From an optimization exercise on the open Yosys and OpenROAD flow, aimed at small area; shortcuts taken in it are not production practice.
The RTL was checked by simulation tests, not by an equivalence proof against the original design.

== lagoon ==
==> flow/design.v (excerpt) <==
module rp_lock_top (
  input  logic         adc_clk,
  input  logic         rst_n_i,
  input  logic [31:0]  adc_dat_i,
  input  logic         digital_loop_i,
  input  logic [93:0]  pid_cfg_i,
  input  logic [83:0]  limit_cfg_i,
  output logic [13:0]  dac_dat_o,
  output logic         dac_sel_o,
  output logic [3:0]   railed_o
);
rp_sample_pkg::adc_raw_t   [rp_sample_pkg::NUM_CH-1:0] adc_dat;      
assign adc_dat = adc_dat_i;
rp_sample_pkg::sample_t [rp_sample_pkg::NUM_CH-1:0] adc_sample;   
rp_sample_pkg::sample_t [rp_sample_pkg::NUM_CH-1:0] pid_dat;      
rp_sample_pkg::sample_t [rp_sample_pkg::NUM_CH-1:0] lim_dat;      
rp_adc_frontend i_frontend (
  .adc_clk        (adc_clk       ),
  .rst_n_i        (rst_n_i       ),
  .adc_dat_i      (adc_dat       ),
  .loop_dat_i     (lim_dat       ),   
  .digital_loop_i (digital_loop_i),
  .sample_o       (adc_sample    )
);
generate
  for (genvar ch = 0; ch < rp_sample_pkg::NUM_CH; ch++)
  begin : g_ch
  ...
==> flow/config.mk <==
export PLATFORM = sky130hd
export DESIGN_NAME = rp_lock_top
export DESIGN_NICKNAME = rp_lock_top
export VERILOG_FILES = /design/flow/design.v
export SDC_FILE = /design/flow/constraint.sdc
export NUM_CORES = 4
export LEC_CHECK = 0
export CAP_MARGIN = 5
export CORE_MARGIN = 2
export CORE_UTILIZATION = 40
export GPL_TIMING_DRIVEN = 0
export SLEW_MARGIN = 5
export SYNTH_HIERARCHICAL = 1
export SYNTH_MINIMUM_KEEP_SIZE = 0
==> flow/constraint.sdc <==
create_clock -name core_clock -period 13.0 [get_ports {adc_clk}]
set_input_delay 2.6000 -clock core_clock [delete_from_list [all_inputs] [get_ports {adc_clk}]]
set_output_delay 2.6000 -clock core_clock [all_outputs]
set_load 0.01 [all_outputs]
standard.sh (not shown) runs the stock make flow with config.mk's settings and CLKGATE_MAP_FILE= SYNTH_SCRIPT=/design/flow/synth_recipe.tcl, a recipe that flattens the netlist after the stock synthesis.
==> flow/flow/run.sh <==
#!/bin/bash
# Layout flow: the standard ORFS flow (standard.sh, with its unchanged synthesis), with
#  - the buffers Yosys/ABC inserted removed at floorplan (repair_design later buffers what
#    the placed design needs),
#  - the port buffers that global placement inserts made of the smallest buffer cell, and
#  - clock tree synthesis without dummy load cells (ORFS's CTS arguments otherwise).
# make's full output goes to flow_make.log; each ORFS step logs under orfs/logs/.
set -euo pipefail
cd "$(dirname "$0")/.."
bash standard.sh \
  REMOVE_ABC_BUFFERS=1 \
  BUFFER_PORTS_ARGS="-buffer_cell sky130_fd_sc_hd__buf_1" \
  CTS_ARGS="-sink_clustering_enable -repair_clock_nets -dont_use_dummy_load" \
  finish > flow_make.log 2>&1
lagoon completed end to end with timing, DRC and antenna clean.
Input changes introduced in willow (baseline for comparison: lagoon):
diff --git a/flow/design.v b/flow/design.v
--- a/flow/design.v
+++ b/flow/design.v
@@ -2813,17 +2813,17 @@
 assign t_sum[24] = ~pt_x778;
 assign t_sum[25] = ~pt_x780;
 assign t_sum[26] = ~pt_x791;
 assign t_sum[27] = ~pt_x793;
 assign t_sum[28] = ~pt_x795;
 assign t_sum[29] = ~pt_x797;
 assign t_sum[30] = ~pt_x802;
 assign t_sum[31] = pt_x804;
-assign e_zero   = (cfg_i.setpoint == sample_i);
+assign e_zero   = (e == 15'd0);
 assign ki_zero  = (ki == '0);
 assign i_freeze = !ki_zero && ((railed_i.high && !e[14] && !e_zero) || (railed_i.low && e[14]));
 always_comb
 begin
   if (!cfg_i.enable)
     integ_d = '0;
   else if (i_freeze)
     integ_d = integ_q;
@@ -3018,18 +3018,25 @@
 assign d[14] = er_x64;
 endmodule
 module rp_hn (
   input  logic a,
   input  logic b,
   output logic s,
   output logic co
 );
-rp_or2 u_or (.a(a), .b(b), .y(co));
-assign s = (a & b) | ~co;
+rp_or2  u_or (.a(a), .b(b), .y(co));
+rp_xn2  u_xn (.a(a), .b(b), .y(s));
+endmodule
+module rp_xn2 (
+  input  logic a,
+  input  logic b,
+  output logic y
+);
+assign y = ~(a ^ b);
 endmodule
 module rp_or2 (
   input  logic a,
   input  logic b,
   output logic y
 );
 assign y = a | b;
 endmodule
Notes after the runs:
lagoon has lower number of resized instances in the post-cts repair step than willow.
The width of the die of lagoon and that of willow are within noise of each other.
Re non-clock buffer count: willow is about 13% up on lagoon.
Per the comparison of willow with lagoon, global-route usage comparable; die area now smaller; global-route wire length before repair comparable; synthesized area now smaller.
[willow] post-synthesis simple-gate area fraction rose 0.17 points relative to lagoon
Between lagoon and willow, routed length on met2 is lower for willow, lagoon comes in above that.
Between willow and lagoon, the proportion of cell area occupied by registers figures differ only marginally.
Diff lagoon and willow: combined buffer and inverter count along the critical path lower in lagoon
STATUS via count: willow loses against lagoon
Going from lagoon to willow, gate count of the mapped netlist grew slightly.

what the ideal ports hide:
Ports are ideal in the flow. The routed layouts listed here were re-timed in OpenROAD. Step 1 assumes that a clkbuf_16 drives the clock port and a buf_2 every other input. Step 2, shift: input delay + t, output delay - t, t = (earliest + latest rising clock arrival at the registers) / 2. This alone moves slack from input paths to output paths. a / b / c = ideal ports / drivers / drivers and shift; a / b = the first two.
run	t, ns	slack for setup (ns)	worst data-port slew with drivers (ns)
lagoon	0.540	0.445 / 0.473 / -0.067	0.21
willow	0.557	0.408 / 0.452 / -0.105	0.16
Met with ideal ports but missed after step 2: setup timing in lagoon and willow. The setup slack of willow, which loses most, moves by +0.044 ns with the drivers and by -0.513 ns with both steps.
